This is an optimization exercise on Yosys and OpenROAD, whose aim is small area, a short achievable clock period and few clock cycles per item, not a production implementation.
No functional check of the RTL was part of any run shown here.
Power is estimated from default activity; no workload was simulated.

<file path="design/flow/constraint.sdc">
create_clock -name core_clock -period 12.0 [get_ports {clk}]
set_input_delay 2.4000 -clock core_clock [delete_from_list [all_inputs] [get_ports {clk}]]
set_output_delay 2.4000 -clock core_clock [all_outputs]
set_load 0.01 [all_outputs]
</file>
<file path="design/flow/config.mk">
export PLATFORM = sky130hd
export DESIGN_NAME = averaged_sensor_range_event_unit
export DESIGN_NICKNAME = averaged_sensor_range_event_unit
export VERILOG_FILES = /design/flow/design.v
export SDC_FILE = /design/flow/constraint.sdc
export NUM_CORES = 4
export LEC_CHECK = 0
export CAP_MARGIN = 20
export CORE_MARGIN = 2
export CORE_UTILIZATION = 40
export SLEW_MARGIN = 20
</file>
<file path="design/flow/design.v">
package asre_pkg;
  localparam int SAMPLE_W    = 16;
  localparam int CFG_INDEX_W = 2;
  localparam int CFG_DATA_W  = 16;
  typedef logic signed [SAMPLE_W-1:0] sample_t;
  typedef logic        [SAMPLE_W-1:0] delta_t;
  typedef enum logic [CFG_INDEX_W-1:0] {
    REG_DELTA_THRESHOLD = 2'd0,
    REG_UPPER_LIMIT     = 2'd1,
    REG_LOWER_LIMIT     = 2'd2
  } cfg_index_t;
  localparam delta_t  DELTA_THRESHOLD_RESET = '0;
  localparam sample_t UPPER_LIMIT_RESET     = 16'sh7FFF;
  localparam sample_t LOWER_LIMIT_RESET     = 16'sh8000;
endpackage
module asre_avg_div_a (
  input  logic [19:0] sum_i,    
  input  logic [2:0]  m5_i,     
  output logic [15:0] t_o
);
  logic              neg;
  logic signed [4:0] c3;        
  logic [15:0]       w0;
  assign neg = sum_i[19];
  assign c3 =
      ({neg, sum_i[0], m5_i} == 5'b0_0_000) ? 5'sd3 :   
      ({neg, sum_i[0], m5_i} == 5'b0_0_001) ? 5'sd12 :   
      ({neg, sum_i[0], m5_i} == 5'b0_0_010) ? 5'sd6 :   
      ({neg, sum_i[0], m5_i} == 5'b0_0_011) ? 5'sd15 :   
      ({neg, sum_i[0], m5_i} == 5'b0_0_100) ? 5'sd9 :   
      ({neg, sum_i[0], m5_i} == 5'b0_1_000) ? 5'sd9 :   
      ({neg, sum_i[0], m5_i} == 5'b0_1_001) ? 5'sd3 :   
      ({neg, sum_i[0], m5_i} == 5'b0_1_010) ? 5'sd12 :   
      ({neg, sum_i[0], m5_i} == 5'b0_1_011) ? 5'sd6 :   
      ({neg, sum_i[0], m5_i} == 5'b0_1_100) ? 5'sd15 :   
      ({neg, sum_i[0], m5_i} == 5'b1_0_000) ? 5'sd3 :   
      ({neg, sum_i[0], m5_i} == 5'b1_0_001) ? -5'sd3 :   
      ({neg, sum_i[0], m5_i} == 5'b1_0_010) ? -5'sd9 :   
      ({neg, sum_i[0], m5_i} == 5'b1_0_011) ? 5'sd0 :   
      ({neg, sum_i[0], m5_i} == 5'b1_0_100) ? -5'sd6 :   
      ({neg, sum_i[0], m5_i} == 5'b1_1_000) ? -5'sd6 :   
      ({neg, sum_i[0], m5_i} == 5'b1_1_001) ? -5'sd12 :   
      ({neg, sum_i[0], m5_i} == 5'b1_1_010) ? -5'sd3 :   
      ({neg, sum_i[0], m5_i} == 5'b1_1_011) ? -5'sd9 :   
      ({neg, sum_i[0], m5_i} == 5'b1_1_100) ? 5'sd0 :   
      5'sd0;
  assign w0  = ~sum_i[16:1];
  assign t_o = w0 + {w0[14:0], 1'b0} + {{11{c3[4]}}, c3};
endmodule
module asre_avg_div_b (
  input  logic [15:0] t_i,
  output logic [15:0] avg_o
);
  logic [15:0] u;
  assign u     = t_i + {t_i[11:0], 4'b0};
  assign avg_o = u + {u[7:0], 8'b0};
endmodule
module averaged_sensor_range_event_unit #(
  parameter int AVERAGE_COUNT = 10
) (
  input  logic                                      clk,
  input  logic                                      rst_n,
  input  logic                                      in_valid,
  output logic                                      in_ready,
  input  logic signed [asre_pkg::SAMPLE_W-1:0]      in_sample,
  output logic                                      out_valid,
  input  logic                                      out_ready,
  output logic signed [asre_pkg::SAMPLE_W-1:0]      out_reported_value,
  output logic                                      out_range_event,
  input  logic                                      cfg_we,
  input  logic [asre_pkg::CFG_INDEX_W-1:0]          cfg_index,
  input  logic [asre_pkg::CFG_DATA_W-1:0]           cfg_wdata
);
  localparam int SAMPLE_W = asre_pkg::SAMPLE_W;
  localparam logic [asre_pkg::CFG_INDEX_W-1:0] REG_DELTA_THRESHOLD = asre_pkg::REG_DELTA_THRESHOLD;
  localparam logic [asre_pkg::CFG_INDEX_W-1:0] REG_UPPER_LIMIT     = asre_pkg::REG_UPPER_LIMIT;
  localparam logic [asre_pkg::CFG_INDEX_W-1:0] REG_LOWER_LIMIT     = asre_pkg::REG_LOWER_LIMIT;
  localparam logic        [SAMPLE_W-1:0] DELTA_THRESHOLD_RESET = asre_pkg::DELTA_THRESHOLD_RESET;
  localparam logic signed [SAMPLE_W-1:0] UPPER_LIMIT_RESET     = asre_pkg::UPPER_LIMIT_RESET;
  localparam logic signed [SAMPLE_W-1:0] LOWER_LIMIT_RESET     = asre_pkg::LOWER_LIMIT_RESET;
  logic        [SAMPLE_W-1:0] delta_thr_r;
  logic signed [SAMPLE_W-1:0] upper_r;
  logic signed [SAMPLE_W-1:0] lower_r;
  logic                       adv;
  logic                       k_valid;
  logic signed [SAMPLE_W-1:0] k_sample;
  logic                       a_valid, b_valid, c_valid;
  logic signed [SAMPLE_W-1:0] a_sample, b_sample, c_sample;
  logic                       b_first, c_first, b_end, c_end, c_range;
  logic                       seen_a;
  logic                       out_valid_r;
  logic signed [SAMPLE_W-1:0] held_r, held_nxt;
  logic                       event_r, event_nxt;
  logic [3:0]  cnt_r;
  logic        start_r, end_r;
  logic [19:0] sum_r, sum_nxt;
  logic [2:0]  m5_r, m5_nxt, a5;
  logic        a_first, a_acc;
  logic [15:0] t_nxt, t_r, avg;
  logic signed [SAMPLE_W+1:0] dp, dn;
  logic                       hit;
  assign adv      = !out_valid_r || out_ready;
  assign in_ready = !k_valid;
  assign out_valid          = out_valid_r;
  assign out_reported_value = held_r;
  assign out_range_event    = event_r;
  function automatic logic [2:0] mod5_4(input logic [3:0] d);
    mod5_4[0] = ((d == 4'd1) || (d == 4'd3) || (d == 4'd6) || (d == 4'd8) || (d == 4'd11) || (d == 4'd13));
    mod5_4[1] = ((d == 4'd2) || (d == 4'd3) || (d == 4'd7) || (d == 4'd8) || (d == 4'd12) || (d == 4'd13));
    mod5_4[2] = ((d == 4'd4) || (d == 4'd9) || (d == 4'd14));
  endfunction
  function automatic logic [2:0] mod5_top(input logic [3:0] d);
    mod5_top[0] = ((d == 4'd1) || (d == 4'd3) || (d == 4'd6) || (d == 4'd9) || (d == 4'd12) || (d == 4'd14));
    mod5_top[1] = ((d == 4'd2) || (d == 4'd3) || (d == 4'd7) || (d == 4'd8) || (d == 4'd9) || (d == 4'd13) || (d == 4'd14));
    mod5_top[2] = ((d == 4'd4) || (d == 4'd10) || (d == 4'd15));
  endfunction
  function automatic logic [2:0] add5(input logic [2:0] x, input logic [2:0] y);
    add5[0] = (({x, y} == 6'd1) || ({x, y} == 6'd3) || ({x, y} == 6'd8) || ({x, y} == 6'd10) || ({x, y} == 6'd17) || ({x, y} == 6'd20) || ({x, y} == 6'd24) || ({x, y} == 6'd27) || ({x, y} == 6'd34) || ({x, y} == 6'd36));
    add5[1] = (({x, y} == 6'd2) || ({x, y} == 6'd3) || ({x, y} == 6'd9) || ({x, y} == 6'd10) || ({x, y} == 6'd16) || ({x, y} == 6'd17) || ({x, y} == 6'd24) || ({x, y} == 6'd28) || ({x, y} == 6'd35) || ({x, y} == 6'd36));
    add5[2] = (({x, y} == 6'd4) || ({x, y} == 6'd11) || ({x, y} == 6'd18) || ({x, y} == 6'd25) || ({x, y} == 6'd32));
  endfunction
  assign a_first = !seen_a;
  assign a_acc   = a_valid && !a_first;
  assign a5 = add5(add5(mod5_4(a_sample[3:0]), mod5_4(a_sample[7:4])),
                   add5(mod5_4(a_sample[11:8]), mod5_top(a_sample[15:12])));
  assign m5_nxt  = a_acc ? (start_r ? a5 : add5(m5_r, a5)) : m5_r;
  assign sum_nxt = a_acc ? (start_r ? 20'd0 : sum_r)
                           + {{(20-SAMPLE_W){a_sample[SAMPLE_W-1]}}, a_sample}
                         : sum_r;
  asre_avg_div_a u_div_a (
    .sum_i (sum_r),
    .m5_i  (m5_r),
    .t_o   (t_nxt)
  );
  asre_avg_div_b u_div_b (
    .t_i   (t_r),
    .avg_o (avg)
  );
  always_comb begin
    dp  = {{2{c_sample[SAMPLE_W-1]}}, c_sample} - {{2{held_r[SAMPLE_W-1]}}, held_r}
        - {2'b0, delta_thr_r};
    dn  = {{2{held_r[SAMPLE_W-1]}}, held_r} - {{2{c_sample[SAMPLE_W-1]}}, c_sample}
        - {2'b0, delta_thr_r};
    hit = (!dp[SAMPLE_W+1] || !dn[SAMPLE_W+1]) && c_range;
    held_nxt  = held_r;
    event_nxt = event_r;
    if (c_valid) begin
      event_nxt = 1'b0;
      if (c_first || hit) begin
        held_nxt  = c_sample;
        event_nxt = 1'b1;
      end else if (c_end) begin
        held_nxt  = avg;
      end
    end
  end
  always_ff @(posedge clk) begin
    if (!rst_n) begin
      delta_thr_r <= DELTA_THRESHOLD_RESET;
      upper_r     <= UPPER_LIMIT_RESET;
      lower_r     <= LOWER_LIMIT_RESET;
      k_valid     <= 1'b0;
      a_valid     <= 1'b0;
      b_valid     <= 1'b0;
      c_valid     <= 1'b0;
      out_valid_r <= 1'b0;
      seen_a      <= 1'b0;
      cnt_r       <= '0;
      start_r     <= 1'b1;
      end_r       <= 1'b0;
    end else begin
      if (cfg_we) begin
        case (cfg_index)
          REG_DELTA_THRESHOLD: delta_thr_r <= cfg_wdata;
          REG_UPPER_LIMIT:     upper_r     <= cfg_wdata;
          REG_LOWER_LIMIT:     lower_r     <= cfg_wdata;
          default: ;
        endcase
      end
      if (adv) begin
        k_valid     <= 1'b0;
        a_valid     <= k_valid || in_valid;
        b_valid     <= a_valid;
        c_valid     <= b_valid;
        out_valid_r <= c_valid;
        seen_a      <= seen_a || a_valid;
        if (a_acc) begin
          cnt_r   <= end_r ? 4'd0 : cnt_r + 4'd1;
          start_r <= end_r;
          end_r   <= (cnt_r == 4'd8);
        end
      end else if (in_valid) begin
        k_valid <= 1'b1;
      end
    end
  end
  always_ff @(posedge clk) begin
    if (!k_valid) begin
      k_sample <= in_sample;
    end
    if (adv) begin
      a_sample <= k_valid ? k_sample : in_sample;
      b_sample <= a_sample;
      c_sample <= b_sample;
      b_first  <= a_first;
      c_first  <= b_first;
      b_end    <= end_r;
      c_end    <= b_end;
      c_range  <= (b_sample >= upper_r) || (b_sample <= lower_r);
      t_r      <= t_nxt;
      sum_r    <= sum_nxt;
      m5_r     <= m5_nxt;
      held_r   <= held_nxt;
      event_r  <= event_nxt;
    end
  end
endmodule
</file>
<file path="design/flow/run.sh">
#!/bin/bash
# synth_recipe.tcl (not shown) runs the flow's synth.tcl, then flattens the netlist and writes it again
# the make line also repeats each setting of config.mk as NAME=value (left out here)
make -C /OpenROAD-flow-scripts/flow DESIGN_CONFIG=/design/flow/config.mk WORK_HOME=/design/flow/orfs CLKGATE_MAP_FILE= SYNTH_SCRIPT=/design/flow/synth_recipe.tcl finish
</file>
==> results.cfg, run 1 <==
[cells_and_area]
syn_to_final_growth_pct = 11.5
fin_nets = 1629
drive_above_1_share = 0.0726
regMostFlops = sum_r
final_area_sq_um = 15000
diodes = 0
largest_reg_flops = 20

[synthesis]
synth.yosys.seq_area_share = 0.356
synth_edf_count = 109
syn-cell-area_sq_um = 13500
synth_top_flop_cell = edfxtp_1
ys_warn_count = 1
synth_cells = 1392
ys_ff_latch = 185
synth_async_sr_flop_share = 0
synth_nets = 1601
avgSynthCellArea_sq_um = 9.68
ys_types = 97

[floorplan]
start_util = 0.404
die_x_microns = 188
dieArea_sq_um = 35200
ios = 58
chipHeight_microns = 188
rows = 67
fp.coreArea_sq_um = 33400

[timing]
fin_skew_ns = 0.0117
tightestPinTransition_ns = 1.03
whs_ns = 0.465
tns_ns = 0
setup_viol = 0
grt_setup_unrepaired = no
fmax_mhz = 197
period_needed_ns = 5.09
final_max_slew_viol_count = 0
finalCritPeriodShare = 0.424
hold_viol = 0
slew_headroom = 0.313
setup_slack_ns = 6.91

[cts]
cts_sinks = 185
cts_root_buf = clkbuf_16
post_cts_buffers = 0
cts_resized = 0
path_clk_slew_ns = 0.08
cts_tree = yes
clk-insertion-delay-late_ns = 0.43
numCtsBuffers = 17
clockBufferDepth = 2
hold_buffers = 0
cts-htree-levels = 4

[power_and_ir_drop]
pwr-share-clk = 0.289
power_density_nw_per_um2 = 127
pwr-share-comb = 0.311
switchingPower_uw = 631
peakVddDrop_v = 0.0000855
seq_power_share = 0.400
internal_power_uw = 1280
sw_frac_of_total = 0.330
leakage_uw = 0.00608

[setup_path]
r2r_cells = 19
worstPathArrival_ns = 5.26
cp_max_fo = 24
critPathLaunchType = register
crit_required_ns = 12.18
r2r_slack_ns = 6.91
timing_worst_setup_path_type = reg -> reg
end_kind = register

[drt]
post_drt_wl_per_cell_microns = 15.7
drt_pass1_iterations = 5
final_antenna_net_count = 0
drtIter0Drc = 611
num_vias = 9945
routed_wl_microns = 29600
viasPerCell = 5.29
route.detailed.drc = 0

[global_route]
grt.overflow.total = 0
grt_pass1_wl_microns = 48900
grt_pass1_vias = 9554
grt_antenna_before_repair = 0
grt_use_total = 0.171
grt_max_degree = 78

[place]
portBuffers = 57
dp_slack_ns = 6.65
placed_cell_area_sq_um = 14400
hpwl_microns = 22100
place.gp.congestion = 0.859

[worst_hold_path]
hp-class = reg -> reg
worstHoldPathCells = 2

[outcome]
status = finished clean

[job]
maxCapViolCount = 0
## metal layers
layer | wire (microns) | track usage | up-vias
met3 | 975 | 0.0215 | 31
met5 | 0 | 0 | -
li1 | - | - | 5003
met4 | 420 | 0.0427 | 0
met2 | 14200 | 0.296 | 199
met1 | 14000 | 0.226 | 4712
## critical path, cell delays in order, from the launching register on
cell,delay [ns]
edfxtp_1,0.67
nand2b_1,0.29
o21ai_0,0.21
a21oi_1,0.11
nor2_2,0.56
fa_1,0.54
ha_1,0.34
o21ai_0,0.14
a21boi_0,0.17
o21ai_0,0.22
a21boi_0,0.14
o21ai_0,0.22
a21boi_0,0.15
o21ai_0,0.23
a21boi_0,0.14
o21ai_0,0.16
nand2b_1,0.10
a21o_1,0.18
a21oi_1,0.17
xnor2_1,0.09
## cell usage in the layout (no fill, tap or decap), drive strengths merged, types with 37 or more instances in the layout
master	count
edfxtp	109
clkdlybuf4s50	57
nand2	134
dfxtp	76
inv	144
a21o	37
fa	46
o21ai	64
xnor2	40
a21boi	43
a21oi	65
nor2	84
ha	124
## metrics by stage
stage | power, uW | utilization | instances
2_1_floorplan | 1240 | - | 1392
6_report | 1910 | 0.450 | 1881
3_5_place_dp | 1370 | 0.433 | 1849
3_3_place_gp | 1360 | 0.433 | 1849
4_1_cts | 1920 | 0.450 | 1881
5_1_grt | 2030 | 0.450 | 1881
## path summary, 6_finish.rpt
kind                        from             end
setup / recovery         m5_r[1]         t_r[15]
hold reg to reg   delta_thr_r[4]  delta_thr_r[4]
hold / removal    delta_thr_r[4]  delta_thr_r[4]
setup reg to reg         m5_r[1]         t_r[15]
## layout make-up
type                    count  area (sq um)
inverters                 140           526
flip-flops and latches    185          4790
well taps                 448           561
clock inverters            13           135
fillers                  3204         18300
clock buffers              19           443
multi-input cells        1012          7940
repair buffers             64           623
## cells in the mapped netlist (5+ instances only)
library cell  instances  area [sq um]
a31oi_1               6          37.5
nand3_1              26           130
nand2b_1             32           200
o21bai_1              8          60.1
inv_1               139           522
nor2_1               84           315
nor3_1               22           110
ha_1                124          1550
mux2i_1              13           130
o211ai_1             22           165
o21ai_0              60           300
a211oi_1             14           105
a21oi_1              64           320
and2_1                8          50.1
clkbuf_1             42           158
or3_1                 5          31.3
nand4_1              14          87.6
o22ai_1               7          43.8
nor4_1                5          31.3
xnor2_1              40           350
edfxtp_1            109          3270
a21boi_0             43           323
fa_1                 46           921
xor2_1               13           114
o21a_1                5          37.5
mux2_2               31           349
buf_2                 5          25.0
a221oi_1              6          52.6
a21o_1               37           278
dfxtp_1              76          1520
nand2_1             134           503
nor2b_1              33           206
## power groups by stage
stage / combinational [uW] / clock (uW) / sequential (uW)
floorplan: 482 / 0 / 753
global placement: 586 / 0 / 779
detailed placement: 594 / 0 / 779
CTS: 598 / 563 / 765
global route: 674 / 589 / 770
finish: 593 / 552 / 764
## logic make-up after synthesis
logic type / share of synthesized area
and+or+nand+nor: 0.151
AOI/OAI and AO/OA: 0.181
buffers and inverters: 0.0565
DFF: 0.356
adders and majority gates: 0.184
xor gates and xnor gates: 0.0345
muxes: 0.0366
==> run 2: changes to the inputs <==
==> design/flow/flow/run.sh (new file) <==
#!/bin/bash
set -euo pipefail
bash standard.sh \
  SETUP_SLACK_MARGIN=8.5 \
  "BUFFER_PORTS_ARGS=-buffer_cell sky130_fd_sc_hd__buf_4" \
  finish > standard.log 2>&1
==> design/flow/standard.sh (new file) <==
#!/bin/bash
# synth_recipe.tcl (not shown) runs the flow's synth.tcl, then flattens the netlist and writes it again
# the make line also repeats each setting of config.mk as NAME=value (left out here)
make -C /OpenROAD-flow-scripts/flow DESIGN_CONFIG=/design/flow/config.mk WORK_HOME=/design/flow/orfs CLKGATE_MAP_FILE= SYNTH_SCRIPT=/design/flow/synth_recipe.tcl "${@:-finish}"
removed: design/flow/run.sh
==> run 2 against run 1 <==
  * Still clean on timing, DRC and antenna
  * Critical path depth is 3 higher
  * Hold slack worse by 0.011 ns
  * Final cell count grew 7.3%
  * Sequential share of layout area decreased by 3.5 points
  * First-iteration DRC count is 45% higher
  * Maximum frequency is 22% higher
  * Design area is 13% higher
  * Combinational power is 26% higher
  * Die area stayed put
  * Core utilization up 5.7 points
  * Setup slack gained 0.93 ns
  * Critical endpoint unchanged
  * Highest routed layer unchanged
==> results.cfg, run 2 <==
[global_route]
grt_pass1_vias = 10876
grt.overflow.total = 0
grt_use_total = 0.196
grt_antenna_before_repair = 0
grt_pass1_wl_microns = 55600
grt_max_degree = 61

[setup_path]
worstPathCellList = buf_6 > maj3_2 > o21ai_2 > o22ai_2 > fa_1 > ha_2 > inv_2 > fa_2 > nor2b_2 > o21ai_2 > a21boi_2 > o21ai_2 > a21boi_2 > o21ai_2 > a21boi_2 > o21ai_2 > a21boi_2 > o21ai_1 > nand2b_1 > a21o_1 > a21oi_2 > xnor2_1
critPathLaunchType = register
path_buf_inv = 2
timing_worst_setup_path_type = reg -> reg
worst_path_largest_cell_delay_ns = 0.50
crit_start = sum_r[0]
crit_required_ns = 12.18
rr_startpoint = sum_r[0]
cp_slowest_cell = fa_1
worstPathArrival_ns = 4.34
end_kind = register
path_delay_family = compound AO/OA/AOI/OAI gates
crit_top_cell = o21ai_2
cp_max_fo = 6

[cells_and_area]
seqCellArea_sq_um = 4800
largest_reg_flops = 20
final_common_cell = buf_4
drive_above_1_share = 0.268
regMostFlops = sum_r
fin_nets = 1767
multi_input_area_sq_um = 8730
diodes = 0
syn_to_final_growth_pct = 25.5
most-common-layout-cells = 157 x buf_4, 133 x inv_1, 129 x nand2_1
fillers = 3068
final_area_sq_um = 16900

[synthesis]
ys_warn_count = 1
synth_top_flop_cell = edfxtp_1
yosysMostFrequentCell = inv_1
synth.yosys.seq_area_share = 0.356
ys_types = 97
ys_ff_latch = 185
synth_cells = 1392
synth_top_area_share = 0.243
synth_nets = 1601
synth_edf_count = 109
synth_async_sr_flop_share = 0
synthTopCellsByArea = edfxtp_1 24%, ha_1 12%, dfxtp_1 11%, fa_1 6.8%, inv_1 3.9%
synth_common_cells = 139 x inv_1, 134 x nand2_1, 124 x ha_1, 109 x edfxtp_1, 84 x nor2_1
synth_area_leader_cell = edfxtp_1
syn-cell-area_sq_um = 13500
avgSynthCellArea_sq_um = 9.68

[power_and_ir_drop]
peakVddDrop_v = 0.0000958
leakage_uw = 0.00707
power_density_nw_per_um2 = 125

[cts]
cts_root_buf = clkbuf_16
clockBufferDepth = 2
clk-insertion-delay-late_ns = 0.44
path_clk_slew_ns = 0.08
cts-htree-levels = 4
numCtsBuffers = 17
hold_buffers = 0
cts_tree = yes
cts_sinks = 185

[drt]
viasPerCell = 5.33
post_drt_wl_per_cell_microns = 17.4
drtIter0Drc = 884
final_antenna_net_count = 0
routed_wl_microns = 35200
num_vias = 10753
drt_pass1_iterations = 5
route.detailed.drc = 0

[timing]
slew_headroom = 0.481
tns_ns = 0
fmax_mhz = 240
final_max_slew_viol_count = 0
tightestPinTransition_ns = 0.770
hold_viol = 0
fin_skew_ns = 0.0151
setup_viol = 0
period_needed_ns = 4.16
finalCritPeriodShare = 0.347
grt_setup_unrepaired = yes

[floorplan]
chipHeight_microns = 188
die_x_microns = 188
dieArea_sq_um = 35200
fp.coreArea_sq_um = 33400
rows = 67
start_util = 0.404
ios = 58

[job]
maxCapViolCount = 0

[worst_hold_path]
holdCritStartpoint = b_end
hp-class = reg -> reg

[place]
hpwl_microns = 22800
place.gp.congestion = 0.900
portBuffers = 57
placed_cell_area_sq_um = 14300

[outcome]
status = finished clean
[run 2: final cells by class]
| cell class | count | share of cell area |
|---|---|---|
| clock buffer | 20 | 0.0277 |
| clock inverter | 12 | 0.0102 |
| inverter | 140 | 0.0315 |
| multi-input combinational | 1019 | 0.517 |
| sequential | 185 | 0.284 |
| tap | 448 | 0.0332 |
| timing repair buffer | 194 | 0.0965 |
| timing repair inverter | 1 | 0.000444 |
[run 2: path summary, 6_finish.rpt]
| check | to | slack [ns] | depth (start not counted) |
|---|---|---|---|
| worst max-delay path | t_r[15] | 7.84 | 22 |
| worst min-delay path | c_end | 0.45 | 0 |
| worst max register to register | t_r[15] | 7.84 | 22 |
| worst min register to register | c_end | 0.45 | 0 |
[run 2: cell families after synthesis]
| logic type | synth area share |
|---|---|
| buffers and inverters | 0.0565 |
| AOI/OAI and AO/OA | 0.181 |
| xor gates and xnor gates | 0.0345 |
| DFF | 0.356 |
| adders and majority gates | 0.184 |
| and+or+nand+nor | 0.151 |
| muxes | 0.0366 |
[run 2: per-layer routing]
metal,wire [microns],vias to the layer above,track usage
li1,-,5276,-
met1,15400,5136,0.245
met2,17800,270,0.356
met3,1240,71,0.0226
met4,749,0,0.0572
met5,0,-,0
[run 2: per-stage QoR]
step / power, uW / instances / hold slack (ns) / utilization / setup slack, ns
after floorplan: 1240 / 1392 / 0.400 / - / 8.08
after global placement: 1370 / 1847 / 0.452 / 0.430 / 7.55
after detailed placement: 1380 / 1847 / 0.458 / 0.430 / 7.50
after CTS: 2070 / 1981 / 0.467 / 0.486 / 7.92
after global routing: 2230 / 2019 / 0.474 / 0.507 / 7.62
final: 2110 / 2019 / 0.454 / 0.507 / 7.84
[run 2: timing repair]
item / CTS / global route
gates resized for setup: 118 / 85
gates cloned: 7 / 2
pin swaps: 41 / 59
buffers inserted: 95 / 36
setup endpoints to repair: 110 / 61
[run 2: report_power, final]
| part | internal, uW | total (uW) | switching, uW |
|---|---|---|---|
| Clock | 336 | 605 | 269 |
| Sequential | 719 | 754 | 34.5 |
| Combinational | 359 | 749 | 390 |
| Total | 1410 | 2110 | 693 |

[afterwards: timing with drivers on the ports]
No port has a modelled driver above. Below, the same layouts with a new extraction and two added sets of constraints. Step 1, drivers: a clkbuf_16 drives clk and a buf_2 each remaining input, both assumed. Step 2 adds t to the input delays and takes it off the output delays; t is the mean of the earliest and latest rising clock arrival at the registers after step 1. Input paths then give back, and output paths get back, about the clock's delay inside the block. Three values: ideal ports, drivers, drivers and shift; two values: the first two.
run | t (ns) | slack for setup (ns) | worst setup path after step 2
run 1 | 0.471 | 6.913 / 6.913 / 6.913 | register to register
run 2 | 0.477 | 7.841 / 7.841 / 7.841 | register to register
After both steps setup and hold are still met in every run listed.
